From an optimization exercise on the open Yosys and OpenROAD flow, aimed at small area, a short achievable clock period and few clock cycles per item; shortcuts taken in it are not production practice. RTL that was checked went through simulation tests only; none was proved equivalent to the original. Power figures rest on the tool's default switching activity, not on a simulated workload.

==> zinc <==
## input_event_state_tracker
module input_event_state_tracker #(
  parameter int KEY_COUNT    = 256,
  parameter int BUTTON_COUNT = 8
) (
  input  logic                            clk,
  input  logic                            rst,
  input  logic                            cfg_we,
  input  logic [iest_pkg::CFG_IDX_W-1:0]  cfg_index,
  input  logic [iest_pkg::CFG_DATA_W-1:0] cfg_data,
  input  logic                            evt_in_valid,
  output logic                            evt_in_ready,
  input  logic [1:0]                      evt_in_device,
  input  logic [2:0]                      evt_in_kind,
  input  logic [7:0]                      evt_in_key_code,
  input  logic [2:0]                      evt_in_button_index,
  input  logic signed [15:0]              evt_in_pos_x,
  input  logic signed [15:0]              evt_in_pos_y,
  output logic                            evt_out_valid,
  input  logic                            evt_out_ready,
  output logic                            evt_out_synthetic,
  output logic [1:0]                      evt_out_device,
  output logic [2:0]                      evt_out_kind,
  output logic [7:0]                      evt_out_key,
  output logic [2:0]                      evt_out_button,
  output logic signed [15:0]              evt_out_cursor_x,
  output logic signed [15:0]              evt_out_cursor_y,
  output logic                            evt_out_last
);
==> flow/config.mk <==
export PLATFORM = sky130hd
export DESIGN_NAME = input_event_state_tracker
export DESIGN_NICKNAME = input_event_state_tracker
export VERILOG_FILES = /design/flow/design.v
export SDC_FILE = /design/flow/constraint.sdc
export NUM_CORES = 4
export LEC_CHECK = 0
export ABC_CLOCK_PERIOD_IN_PS = 2500
export CAP_MARGIN = 20
export CORE_MARGIN = 2
export CORE_UTILIZATION = 60
export CTS_CLUSTER_DIAMETER = 80
export CTS_CLUSTER_SIZE = 25
export PLACE_DENSITY = 0.75
export SETUP_SLACK_MARGIN = 5
export SLEW_MARGIN = 20
==> flow/constraint.sdc <==
create_clock -name core_clock -period 8.0 [get_ports {clk}]
set_input_delay 1.6000 -clock core_clock [delete_from_list [all_inputs] [get_ports {clk}]]
set_output_delay 1.6000 -clock core_clock [all_outputs]
set_load 0.01 [all_outputs]
standard.sh (not shown) runs the stock make flow with config.mk's settings and CLKGATE_MAP_FILE= SYNTH_SCRIPT=/design/flow/synth_recipe.tcl, a recipe that flattens the netlist after the stock synthesis.
==> flow/flow/run.sh <==
#!/bin/bash
set -euo pipefail
MARGIN=${MARGIN:-5.5}
bash standard.sh SETUP_SLACK_MARGIN=$MARGIN finish > standard.log 2>&1
==> raven (differences from zinc) <==
--- a/flow/design.v
+++ b/flow/design.v
@@ -8,37 +8,36 @@
   localparam int CFG_DATA_W = 48;
   localparam logic [CFG_IDX_W-1:0] CFG_SIDE = 2'd0;
   localparam logic [CFG_IDX_W-1:0] CFG_VIRT = 2'd1;
   localparam int SIDE_W = 48;
   localparam int VIRT_W = 24;
   localparam int MOD_SIDE  = 6;
   localparam int MOD_SLOTS = 9;
   localparam int MOD_IDX_W = 4;
-  localparam int OQ_DEPTH  = 6;
-  localparam int OQ_PTR_W  = 3;
+  localparam int OQ_DEPTH  = 4;
+  localparam int OQ_PTR_W  = 2;
   localparam int OQ_CNT_W  = 3;
   localparam int CQ_DEPTH  = 3;
   localparam int CQ_PTR_W  = 2;
   localparam int CQ_CNT_W  = 2;
   localparam int ENT_W = 17;
 endpackage
 module iest_out_fifo (
   input  logic                         clk,
   input  logic                         rst,
   input  logic                         cq_push,
   input  logic [15:0]                  cq_x,
   input  logic [15:0]                  cq_y,
   output logic                         cq_room,
   input  logic                         slot_v,
   input  logic                         push,
   input  logic [iest_pkg::ENT_W-1:0]   ent,
-  input  logic                         in_s0,      
-  input  logic                         in_take,    
-  output logic                         q_room,
+  output logic                         full,
+  output logic                         full_next,
   input  logic [iest_pkg::VIRT_W-1:0]  virt_codes,
   input  logic                         hold_last,
   output logic                         evt_out_valid,
   input  logic                         evt_out_ready,
   output logic                         o_syn,
   output logic [1:0]                   o_dev,
   output logic [2:0]                   o_kind,
   output logic [7:0]                   o_key,
@@ -102,31 +101,21 @@
   assign valid_next = ld ? use_head : 1'b1;
   assign cq_pop      = load && !src_phase && s_dev == iest_pkg::DEV_MOUSE &&
                        s_kind == iest_pkg::KIND_CURSOR;
   logic [iest_pkg::CQ_CNT_W-1:0] cq_cnt_inc;
   logic [iest_pkg::CQ_CNT_W-1:0] cq_cnt_dec;
   assign cq_cnt_inc  = cq_cnt + 1'b1;
   assign cq_cnt_dec  = cq_cnt - 1'b1;
   assign cq_cnt_next = (cq_push == cq_pop) ? cq_cnt : (cq_push ? cq_cnt_inc : cq_cnt_dec);
-  logic [3:0] base;
-  logic       r_m1;
-  logic       r_0;
-  logic       r_p1;
-  logic       r_p2;
+  assign full      = count == iest_pkg::OQ_CNT_W'(D);
+  assign full_next = (wr == pop) ? full : (wr && count == iest_pkg::OQ_CNT_W'(D - 1));
   logic       c_m1;
   logic       c_0;
   logic       c_p1;
-  assign base  = 4'(count) + 4'(in_s0) + 4'd1;
-  assign r_m1  = base <= 4'(D + 1);
-  assign r_0   = base <= 4'(D);
-  assign r_p1  = base <= 4'(D - 1);
-  assign r_p2  = base <= 4'(D - 2);
-  assign q_room = in_take ? (wr ? (pop ? r_p1 : r_p2) : (pop ? r_0 : r_p1))
-                          : (wr ? (pop ? r_0 : r_p1) : (pop ? r_m1 : r_0));
   assign c_m1    = 32'(cq_cnt) <= DC;
   assign c_0     = 32'(cq_cnt) < DC;
   assign c_p1    = 32'(cq_cnt) + 1 < DC;
   assign cq_room = cq_push ? (cq_pop ? c_0 : c_p1) : (cq_pop ? c_m1 : c_0);
   always_ff @(posedge clk) begin
     for (int i = 0; i < D; i++) begin
       if (slot_v && wr_ptr[i]) q[i] <= ent;
     end
@@ -234,16 +223,17 @@
   logic [3:0]     s0_rli;
   logic [1:0]     s0_dev;
   logic [2:0]     s0_kind;
   logic [7:0]     s0_key;
   logic [2:0]     s0_btn;
   logic [15:0]    s0_hhi;     
   logic [15:0]    s0_hlo;     
   logic [7:0]     rd_key;
+  logic [7:0]     s0_key_n;
   logic [15:0]    rd_row;
   logic           s0_bit;
   logic [NM-1:0]  s0_match;
   logic           s1_v;
   logic           s1_rl;
   logic [3:0]     s1_rli;
   logic [1:0]     s1_dev;
   logic [2:0]     s1_kind;
@@ -280,108 +270,123 @@
   logic [1:0]     slot;
   logic           syn;
   logic [NM-1:0]  vhit;
   logic [NM-1:0]  vmask [3];
   logic           wb;
   logic [1:0]     wb_slot;
   logic           push;
   logic [7:0]     code;
-  logic           q_room;
+  logic           q_full_next;
+  logic           q_full;
+  logic           stuck1;     
+  logic           stuck0;     
+  logic           s1_go;      
   logic           cq_room;
   logic           cq_push;
   always_comb begin
     for (int i = 0; i < NM; i++) begin
       if (i < iest_pkg::MOD_SIDE) mod_code[i] = side_codes[8*i +: 8];
       else                        mod_code[i] = virt_codes[8*(i-iest_pkg::MOD_SIDE) +: 8];
     end
   end
   assign evt_in_ready = rdy_q;
   assign take         = evt_in_valid && rdy_q;
   assign rd_key       = rl_v ? rl_key : evt_in_key_code;
+  assign s0_key_n     = stuck0 ? s0_key : rd_key;
+  assign stuck1       = s1_v && q_full;
+  assign stuck0       = stuck1 && s0_v;
+  assign s1_go        = s1_v && !q_full;
   assign cq_push      = take && evt_in_device == iest_pkg::DEV_MOUSE &&
                         evt_in_kind == iest_pkg::KIND_CURSOR;
   always_ff @(posedge clk) begin
     if (rst) begin
       rdy_q   <= 1'b0;
       rl_busy <= 1'b0;
       rl_cnt  <= '0;
       rl_v    <= 1'b0;
       s0_v    <= 1'b0;
       s0_rl   <= 1'b0;
     end else begin
-      rdy_q <= !cfg_we && !rl_busy && !rl_v && q_room && cq_room;
+      rdy_q <= !cfg_we && !rl_busy && !rl_v && cq_room &&
+               !((take || stuck0) && (stuck1 || s0_v) && q_full_next);
       rl_v  <= rl_busy && !cfg_we;
       if (cfg_we) begin
         rl_busy <= 1'b1;
         rl_cnt  <= '0;
       end else if (rl_busy) begin
         if (rl_cnt == 4'(NM - 1)) rl_busy <= 1'b0;
         rl_cnt <= rl_cnt + 4'd1;
       end
-      s0_v  <= take && !cfg_we;
+      s0_v  <= (take || stuck0) && !cfg_we;
       s0_rl <= rl_v && !cfg_we;
     end
   end
   always_ff @(posedge clk) begin
     rl_i    <= rl_cnt;
     rl_key  <= mod_code[rl_cnt];
-    s0_rli  <= rl_i;
-    s0_dev  <= evt_in_device;
-    s0_kind <= evt_in_kind;
-    s0_key  <= rd_key;
+    if (!stuck0) begin
+      s0_rli  <= rl_i;
+      s0_dev  <= evt_in_device;
+      s0_kind <= evt_in_kind;
+      s0_key  <= rd_key;
+      s0_btn  <= evt_in_button_index;
+    end
     for (int j = 0; j < 16; j++) begin
-      s0_hhi[j] <= rd_key[7:4] == 4'(j);
-      s0_hlo[j] <= rd_key[3:0] == 4'(j);
+      s0_hhi[j] <= s0_key_n[7:4] == 4'(j);
+      s0_hlo[j] <= s0_key_n[3:0] == 4'(j);
     end
-    s0_btn  <= evt_in_button_index;
   end
   always_comb begin
     for (int j = 0; j < 16; j++) rd_row[j] = (key_map[16*j +: 16] & s0_hlo) != '0;
   end
   assign s0_bit = (w_en && w_key == s0_key) ? w_val : ((rd_row & s0_hhi) != '0);
   always_comb begin
     for (int j = 0; j < NM; j++) s0_match[j] = s0_key == mod_code[j];
   end
   always_ff @(posedge clk) begin
     if (rst) begin
       s1_v  <= 1'b0;
       s1_rl <= 1'b0;
     end else begin
-      s1_v  <= s0_v && !cfg_we;
+      s1_v  <= (stuck1 || s0_v) && !cfg_we;
       s1_rl <= s0_rl && !cfg_we;
     end
   end
   always_ff @(posedge clk) begin
-    s1_rli   <= s0_rli;
-    s1_dev   <= s0_dev;
-    s1_kind  <= s0_kind;
-    s1_key   <= s0_key;
-    s1_btn   <= s0_btn;
-    s1_bit   <= s0_bit;
-    s1_eq    <= s0_key == s1_key;
-    s1_match <= s0_match;
-    s1_anym  <= s0_match != '0;
-    s1_pk    <= s0_dev == iest_pkg::DEV_KBD && s0_kind[2:1] == 2'b00;
-    s1_pm    <= s0_dev == iest_pkg::DEV_MOUSE && s0_kind[2:1] == 2'b00;
-    s1_down  <= !s0_kind[0];
-    s1_sel[0] <= s0_match[0] || s0_match[1];
-    s1_sel[1] <= !(s0_match[0] || s0_match[1]) && (s0_match[2] || s0_match[3]);
-    s1_sel[2] <= !(s0_match[0] || s0_match[1] || s0_match[2] || s0_match[3]) &&
-                 (s0_match[4] || s0_match[5]);
+    if (stuck1) begin
+      s1_bit   <= map_cur;
+    end else begin
+      s1_rli   <= s0_rli;
+      s1_dev   <= s0_dev;
+      s1_kind  <= s0_kind;
+      s1_key   <= s0_key;
+      s1_btn   <= s0_btn;
+      s1_bit   <= s0_bit;
+      s1_eq    <= s0_key == s1_key;
+      s1_match <= s0_match;
+      s1_anym  <= s0_match != '0;
+      s1_pk    <= s0_dev == iest_pkg::DEV_KBD && s0_kind[2:1] == 2'b00;
+      s1_pm    <= s0_dev == iest_pkg::DEV_MOUSE && s0_kind[2:1] == 2'b00;
+      s1_down  <= !s0_kind[0];
+      s1_sel[0] <= s0_match[0] || s0_match[1];
+      s1_sel[1] <= !(s0_match[0] || s0_match[1]) && (s0_match[2] || s0_match[3]);
+      s1_sel[2] <= !(s0_match[0] || s0_match[1] || s0_match[2] || s0_match[3]) &&
+                   (s0_match[4] || s0_match[5]);
+    end
   end
   assign is_kbd   = s1_dev == iest_pkg::DEV_KBD;
   assign is_mouse = s1_dev == iest_pkg::DEV_MOUSE;
   assign down     = s1_down;
   assign map_cur  = (s1_eq && w_isk) ? w_val : s1_bit;
   assign key_cur  = s1_anym ? ((s1_match & mod_dn) != '0) : map_cur;
   assign btn_cur  = btn_map[s1_btn];
   assign drop     = (s1_pk && key_cur == down) || (s1_pm && btn_cur == down);
-  assign key_wr   = s1_v && s1_pk && key_cur != down;
-  assign btn_wr   = s1_v && s1_pm && btn_cur != down;
+  assign key_wr   = s1_go && s1_pk && key_cur != down;
+  assign btn_wr   = s1_go && s1_pm && btn_cur != down;
   assign slot_hit = s1_sel != '0;
   assign slot     = s1_sel[1] ? 2'd1 : (s1_sel[2] ? 2'd2 : 2'd0);
   always_comb begin
     for (int j = 0; j < NM; j++) mod_upd[j] = s1_match[j] ? down : mod_dn[j];
   end
   always_comb begin
     mod_now    = 1'b0;
     mod_before = 1'b0;
@@ -401,17 +406,17 @@
   always_comb begin
     for (int j = 0; j < NM; j++) begin
       mod_alt[j]  = (syn_if_wr && vhit[j]) ? mod_now : mod_upd[j];
       mod_next[j] = key_wr ? mod_alt[j] : mod_dn[j];
     end
   end
   assign wb      = !key_wr && (dirty != '0);
   assign wb_slot = dirty[0] ? 2'd0 : (dirty[1] ? 2'd1 : 2'd2);
-  assign push = s1_v && !drop;
+  assign push = s1_go && !drop;
   assign code = is_kbd ? s1_key : (is_mouse ? {5'd0, s1_btn} : 8'd0);
   always_ff @(posedge clk) begin
     if (rst) begin
       btn_map <= '0;
       mod_dn  <= '0;
       dirty   <= '0;
       for (int i = 0; i < 3; i++) vmask[i] <= '1;
       w_en    <= 1'b0;
@@ -472,22 +477,21 @@
   end
   iest_out_fifo u_out_fifo (
     .clk           (clk),
     .rst           (rst),
     .cq_push       (cq_push),
     .cq_x          (evt_in_pos_x),
     .cq_y          (evt_in_pos_y),
     .cq_room       (cq_room),
-    .slot_v        (s1_v),
+    .slot_v        (s1_go),
     .push          (push),
     .ent           ({s1_dev, s1_kind, code, syn, mod_now, slot}),
-    .in_s0         (s0_v),
-    .in_take       (take),
-    .q_room        (q_room),
+    .full          (q_full),
+    .full_next     (q_full_next),
     .virt_codes    (virt_codes),
     .hold_last     (dirty != '0),
     .evt_out_valid (evt_out_valid),
     .evt_out_ready (evt_out_ready),
     .o_syn         (evt_out_synthetic),
     .o_dev         (evt_out_device),
     .o_kind        (evt_out_kind),
     .o_key         (evt_out_key),
==> flow/flow/run.sh (replaced) <==
#!/bin/bash
set -euo pipefail
MARGIN=${MARGIN:-5.5}
bash standard.sh SETUP_SLACK_MARGIN=$MARGIN \
  "BUFFER_PORTS_ARGS=-buffer_cell sky130_fd_sc_hd__buf_2" finish > standard.log 2>&1
- PLACE_DENSITY: 0.75 -> 0.85
==> indigo (differences from zinc) <==
--- a/flow/design.v
+++ b/flow/design.v
@@ -8,37 +8,36 @@
   localparam int CFG_DATA_W = 48;
   localparam logic [CFG_IDX_W-1:0] CFG_SIDE = 2'd0;
   localparam logic [CFG_IDX_W-1:0] CFG_VIRT = 2'd1;
   localparam int SIDE_W = 48;
   localparam int VIRT_W = 24;
   localparam int MOD_SIDE  = 6;
   localparam int MOD_SLOTS = 9;
   localparam int MOD_IDX_W = 4;
-  localparam int OQ_DEPTH  = 6;
-  localparam int OQ_PTR_W  = 3;
+  localparam int OQ_DEPTH  = 4;
+  localparam int OQ_PTR_W  = 2;
   localparam int OQ_CNT_W  = 3;
   localparam int CQ_DEPTH  = 3;
   localparam int CQ_PTR_W  = 2;
   localparam int CQ_CNT_W  = 2;
   localparam int ENT_W = 17;
 endpackage
 module iest_out_fifo (
   input  logic                         clk,
   input  logic                         rst,
   input  logic                         cq_push,
   input  logic [15:0]                  cq_x,
   input  logic [15:0]                  cq_y,
   output logic                         cq_room,
   input  logic                         slot_v,
   input  logic                         push,
   input  logic [iest_pkg::ENT_W-1:0]   ent,
-  input  logic                         in_s0,      
-  input  logic                         in_take,    
-  output logic                         q_room,
+  output logic                         full,
+  output logic                         full_next,
   input  logic [iest_pkg::VIRT_W-1:0]  virt_codes,
   input  logic                         hold_last,
   output logic                         evt_out_valid,
   input  logic                         evt_out_ready,
   output logic                         o_syn,
   output logic [1:0]                   o_dev,
   output logic [2:0]                   o_kind,
   output logic [7:0]                   o_key,
@@ -102,31 +101,21 @@
   assign valid_next = ld ? use_head : 1'b1;
   assign cq_pop      = load && !src_phase && s_dev == iest_pkg::DEV_MOUSE &&
                        s_kind == iest_pkg::KIND_CURSOR;
   logic [iest_pkg::CQ_CNT_W-1:0] cq_cnt_inc;
   logic [iest_pkg::CQ_CNT_W-1:0] cq_cnt_dec;
   assign cq_cnt_inc  = cq_cnt + 1'b1;
   assign cq_cnt_dec  = cq_cnt - 1'b1;
   assign cq_cnt_next = (cq_push == cq_pop) ? cq_cnt : (cq_push ? cq_cnt_inc : cq_cnt_dec);
-  logic [3:0] base;
-  logic       r_m1;
-  logic       r_0;
-  logic       r_p1;
-  logic       r_p2;
+  assign full      = count == iest_pkg::OQ_CNT_W'(D);
+  assign full_next = (wr == pop) ? full : (wr && count == iest_pkg::OQ_CNT_W'(D - 1));
   logic       c_m1;
   logic       c_0;
   logic       c_p1;
-  assign base  = 4'(count) + 4'(in_s0) + 4'd1;
-  assign r_m1  = base <= 4'(D + 1);
-  assign r_0   = base <= 4'(D);
-  assign r_p1  = base <= 4'(D - 1);
-  assign r_p2  = base <= 4'(D - 2);
-  assign q_room = in_take ? (wr ? (pop ? r_p1 : r_p2) : (pop ? r_0 : r_p1))
-                          : (wr ? (pop ? r_0 : r_p1) : (pop ? r_m1 : r_0));
   assign c_m1    = 32'(cq_cnt) <= DC;
   assign c_0     = 32'(cq_cnt) < DC;
   assign c_p1    = 32'(cq_cnt) + 1 < DC;
   assign cq_room = cq_push ? (cq_pop ? c_0 : c_p1) : (cq_pop ? c_m1 : c_0);
   always_ff @(posedge clk) begin
     for (int i = 0; i < D; i++) begin
       if (slot_v && wr_ptr[i]) q[i] <= ent;
     end
@@ -234,16 +223,17 @@
   logic [3:0]     s0_rli;
   logic [1:0]     s0_dev;
   logic [2:0]     s0_kind;
   logic [7:0]     s0_key;
   logic [2:0]     s0_btn;
   logic [15:0]    s0_hhi;     
   logic [15:0]    s0_hlo;     
   logic [7:0]     rd_key;
+  logic [7:0]     s0_key_n;
   logic [15:0]    rd_row;
   logic           s0_bit;
   logic [NM-1:0]  s0_match;
   logic           s1_v;
   logic           s1_rl;
   logic [3:0]     s1_rli;
   logic [1:0]     s1_dev;
   logic [2:0]     s1_kind;
@@ -280,108 +270,123 @@
   logic [1:0]     slot;
   logic           syn;
   logic [NM-1:0]  vhit;
   logic [NM-1:0]  vmask [3];
   logic           wb;
   logic [1:0]     wb_slot;
   logic           push;
   logic [7:0]     code;
-  logic           q_room;
+  logic           q_full_next;
+  logic           q_full;
+  logic           stuck1;     
+  logic           stuck0;     
+  logic           s1_go;      
   logic           cq_room;
   logic           cq_push;
   always_comb begin
     for (int i = 0; i < NM; i++) begin
       if (i < iest_pkg::MOD_SIDE) mod_code[i] = side_codes[8*i +: 8];
       else                        mod_code[i] = virt_codes[8*(i-iest_pkg::MOD_SIDE) +: 8];
     end
   end
   assign evt_in_ready = rdy_q;
   assign take         = evt_in_valid && rdy_q;
   assign rd_key       = rl_v ? rl_key : evt_in_key_code;
+  assign s0_key_n     = stuck0 ? s0_key : rd_key;
+  assign stuck1       = s1_v && q_full;
+  assign stuck0       = stuck1 && s0_v;
+  assign s1_go        = s1_v && !q_full;
   assign cq_push      = take && evt_in_device == iest_pkg::DEV_MOUSE &&
                         evt_in_kind == iest_pkg::KIND_CURSOR;
   always_ff @(posedge clk) begin
     if (rst) begin
       rdy_q   <= 1'b0;
       rl_busy <= 1'b0;
       rl_cnt  <= '0;
       rl_v    <= 1'b0;
       s0_v    <= 1'b0;
       s0_rl   <= 1'b0;
     end else begin
-      rdy_q <= !cfg_we && !rl_busy && !rl_v && q_room && cq_room;
+      rdy_q <= !cfg_we && !rl_busy && !rl_v && cq_room &&
+               !((take || stuck0) && (stuck1 || s0_v) && q_full_next);
       rl_v  <= rl_busy && !cfg_we;
       if (cfg_we) begin
         rl_busy <= 1'b1;
         rl_cnt  <= '0;
       end else if (rl_busy) begin
         if (rl_cnt == 4'(NM - 1)) rl_busy <= 1'b0;
         rl_cnt <= rl_cnt + 4'd1;
       end
-      s0_v  <= take && !cfg_we;
+      s0_v  <= (take || stuck0) && !cfg_we;
       s0_rl <= rl_v && !cfg_we;
     end
   end
   always_ff @(posedge clk) begin
     rl_i    <= rl_cnt;
     rl_key  <= mod_code[rl_cnt];
-    s0_rli  <= rl_i;
-    s0_dev  <= evt_in_device;
-    s0_kind <= evt_in_kind;
-    s0_key  <= rd_key;
+    if (!stuck0) begin
+      s0_rli  <= rl_i;
+      s0_dev  <= evt_in_device;
+      s0_kind <= evt_in_kind;
+      s0_key  <= rd_key;
+      s0_btn  <= evt_in_button_index;
+    end
     for (int j = 0; j < 16; j++) begin
-      s0_hhi[j] <= rd_key[7:4] == 4'(j);
-      s0_hlo[j] <= rd_key[3:0] == 4'(j);
+      s0_hhi[j] <= s0_key_n[7:4] == 4'(j);
+      s0_hlo[j] <= s0_key_n[3:0] == 4'(j);
     end
-    s0_btn  <= evt_in_button_index;
   end
   always_comb begin
     for (int j = 0; j < 16; j++) rd_row[j] = (key_map[16*j +: 16] & s0_hlo) != '0;
   end
   assign s0_bit = (w_en && w_key == s0_key) ? w_val : ((rd_row & s0_hhi) != '0);
   always_comb begin
     for (int j = 0; j < NM; j++) s0_match[j] = s0_key == mod_code[j];
   end
   always_ff @(posedge clk) begin
     if (rst) begin
       s1_v  <= 1'b0;
       s1_rl <= 1'b0;
     end else begin
-      s1_v  <= s0_v && !cfg_we;
+      s1_v  <= (stuck1 || s0_v) && !cfg_we;
       s1_rl <= s0_rl && !cfg_we;
     end
   end
   always_ff @(posedge clk) begin
-    s1_rli   <= s0_rli;
-    s1_dev   <= s0_dev;
-    s1_kind  <= s0_kind;
-    s1_key   <= s0_key;
-    s1_btn   <= s0_btn;
-    s1_bit   <= s0_bit;
-    s1_eq    <= s0_key == s1_key;
-    s1_match <= s0_match;
-    s1_anym  <= s0_match != '0;
-    s1_pk    <= s0_dev == iest_pkg::DEV_KBD && s0_kind[2:1] == 2'b00;
-    s1_pm    <= s0_dev == iest_pkg::DEV_MOUSE && s0_kind[2:1] == 2'b00;
-    s1_down  <= !s0_kind[0];
-    s1_sel[0] <= s0_match[0] || s0_match[1];
-    s1_sel[1] <= !(s0_match[0] || s0_match[1]) && (s0_match[2] || s0_match[3]);
-    s1_sel[2] <= !(s0_match[0] || s0_match[1] || s0_match[2] || s0_match[3]) &&
-                 (s0_match[4] || s0_match[5]);
+    if (stuck1) begin
+      s1_bit   <= map_cur;
+    end else begin
+      s1_rli   <= s0_rli;
+      s1_dev   <= s0_dev;
+      s1_kind  <= s0_kind;
+      s1_key   <= s0_key;
+      s1_btn   <= s0_btn;
+      s1_bit   <= s0_bit;
+      s1_eq    <= s0_key == s1_key;
+      s1_match <= s0_match;
+      s1_anym  <= s0_match != '0;
+      s1_pk    <= s0_dev == iest_pkg::DEV_KBD && s0_kind[2:1] == 2'b00;
+      s1_pm    <= s0_dev == iest_pkg::DEV_MOUSE && s0_kind[2:1] == 2'b00;
+      s1_down  <= !s0_kind[0];
+      s1_sel[0] <= s0_match[0] || s0_match[1];
+      s1_sel[1] <= !(s0_match[0] || s0_match[1]) && (s0_match[2] || s0_match[3]);
+      s1_sel[2] <= !(s0_match[0] || s0_match[1] || s0_match[2] || s0_match[3]) &&
+                   (s0_match[4] || s0_match[5]);
+    end
   end
   assign is_kbd   = s1_dev == iest_pkg::DEV_KBD;
   assign is_mouse = s1_dev == iest_pkg::DEV_MOUSE;
   assign down     = s1_down;
   assign map_cur  = (s1_eq && w_isk) ? w_val : s1_bit;
   assign key_cur  = s1_anym ? ((s1_match & mod_dn) != '0) : map_cur;
   assign btn_cur  = btn_map[s1_btn];
   assign drop     = (s1_pk && key_cur == down) || (s1_pm && btn_cur == down);
-  assign key_wr   = s1_v && s1_pk && key_cur != down;
-  assign btn_wr   = s1_v && s1_pm && btn_cur != down;
+  assign key_wr   = s1_go && s1_pk && key_cur != down;
+  assign btn_wr   = s1_go && s1_pm && btn_cur != down;
   assign slot_hit = s1_sel != '0;
   assign slot     = s1_sel[1] ? 2'd1 : (s1_sel[2] ? 2'd2 : 2'd0);
   always_comb begin
     for (int j = 0; j < NM; j++) mod_upd[j] = s1_match[j] ? down : mod_dn[j];
   end
   always_comb begin
     mod_now    = 1'b0;
     mod_before = 1'b0;
@@ -401,17 +406,17 @@
   always_comb begin
     for (int j = 0; j < NM; j++) begin
       mod_alt[j]  = (syn_if_wr && vhit[j]) ? mod_now : mod_upd[j];
       mod_next[j] = key_wr ? mod_alt[j] : mod_dn[j];
     end
   end
   assign wb      = !key_wr && (dirty != '0);
   assign wb_slot = dirty[0] ? 2'd0 : (dirty[1] ? 2'd1 : 2'd2);
-  assign push = s1_v && !drop;
+  assign push = s1_go && !drop;
   assign code = is_kbd ? s1_key : (is_mouse ? {5'd0, s1_btn} : 8'd0);
   always_ff @(posedge clk) begin
     if (rst) begin
       btn_map <= '0;
       mod_dn  <= '0;
       dirty   <= '0;
       for (int i = 0; i < 3; i++) vmask[i] <= '1;
       w_en    <= 1'b0;
@@ -472,22 +477,21 @@
   end
   iest_out_fifo u_out_fifo (
     .clk           (clk),
     .rst           (rst),
     .cq_push       (cq_push),
     .cq_x          (evt_in_pos_x),
     .cq_y          (evt_in_pos_y),
     .cq_room       (cq_room),
-    .slot_v        (s1_v),
+    .slot_v        (s1_go),
     .push          (push),
     .ent           ({s1_dev, s1_kind, code, syn, mod_now, slot}),
-    .in_s0         (s0_v),
-    .in_take       (take),
-    .q_room        (q_room),
+    .full          (q_full),
+    .full_next     (q_full_next),
     .virt_codes    (virt_codes),
     .hold_last     (dirty != '0),
     .evt_out_valid (evt_out_valid),
     .evt_out_ready (evt_out_ready),
     .o_syn         (evt_out_synthetic),
     .o_dev         (evt_out_device),
     .o_kind        (evt_out_kind),
     .o_key         (evt_out_key),
- TNS_END_PERCENT: default -> 5
==> summary of the runs <==
Between zinc and indigo, the lower sequential power is in indigo (gap about 5%, measured against indigo). In zinc the sequential cell count is higher than in indigo, by 38. Against zinc, the clock power of indigo is lower by about 4%. The highest fmax belongs to zinc, the lowest to indigo. Between zinc and indigo, the lower wire length is in indigo (gap about 7%, measured against indigo). Synthesized area: raven is smaller than zinc (about 2%). Against raven, the die area of zinc is higher by 2.1%.
==> figures <==
|  | indigo | raven | zinc |
|---|---|---|---|
| Count of flip-flops with a built-in enable after synthesis | 469 | 469 | 454 |
| Launching instance or port of the critical path | cfg_index[1] | rdy_q | u_out_fifo.evt_out_valid |
| RD Place Congestion | 0.9162 | 0.9564 | 0.9096 |
| Status | complete, no violations | complete, no violations | complete, no violations |
| Clock group | 0.00213 W | 0.00216 W | 0.00221 W |
| Setup crit end kind | flip-flop | output port | output port |
| Ratio of layout area to synthesized area | 1.1264x | 1.1124x | 1.1421x |
| Clock Sinks | 736 | 736 | 774 |
| Fraction of final layout cells sized beyond drive strength 1 | 12.81% | 16.21% | 12.68% |
| Portion of synthesized cell area occupied by the leading cell type | 46.57% | 46.57% | 44.14% |
| Number of gates on the worst path with buffers counted | 4 | 1 | 1 |
| Adder-cell share of the synthesized area | 0.7365% | 0.7365% | 0.8022% |
| Register fraction of the total cell area | 57.36% | 58.17% | 57.09% |
| Beginning of the worst hold path | s0_rli[2] | rl_i[2] | rl_i[3] |
| Reported combinational group power | 0.000868 W | 0.000887 W | 0.00117 W |
Testbench counts of raven, summed over its fixed seeds: cycles 24,365, items 24,000.
Testbench counts of indigo, summed over its fixed seeds: cycles 24,365, items 24,000.
No functional check of the RTL was part of zinc.

[what the ideal ports hide]
The flow's constraints put no driver on any port. The routed layouts listed below were extracted and timed again, unchanged, in two steps.
Step 1 sets driving cells, clkbuf_16 on the clock port and buf_2 on the other inputs (assumed; they add their load-dependent delay and slew).
Step 2 also shifts input and output timing later by t, the mid clock arrival at the registers, as if the neighbouring blocks saw the same clock.
Three values: no drivers, after step 1, after step 2; two values: the first two.
run | shift t [ns] | slack for setup (ns) | worst setup path at the end | clock arrival spread, ns | worst data-port slew with drivers (ns)
zinc | 0.653 | 5.307 / 5.248 / 4.882 | input to register | 0.031 / 0.031 | 0.10
raven | 0.649 | 5.295 / 5.234 / 4.872 | input to register | 0.049 / 0.049 | 0.11
indigo | 0.654 | 5.278 / 5.267 / 4.664 | input to register | 0.032 / 0.032 | 0.09
After both steps setup and hold are still met in every run listed. For indigo, which loses most, drivers alone change the setup slack by -0.011 ns; drivers and shift together by -0.614 ns.
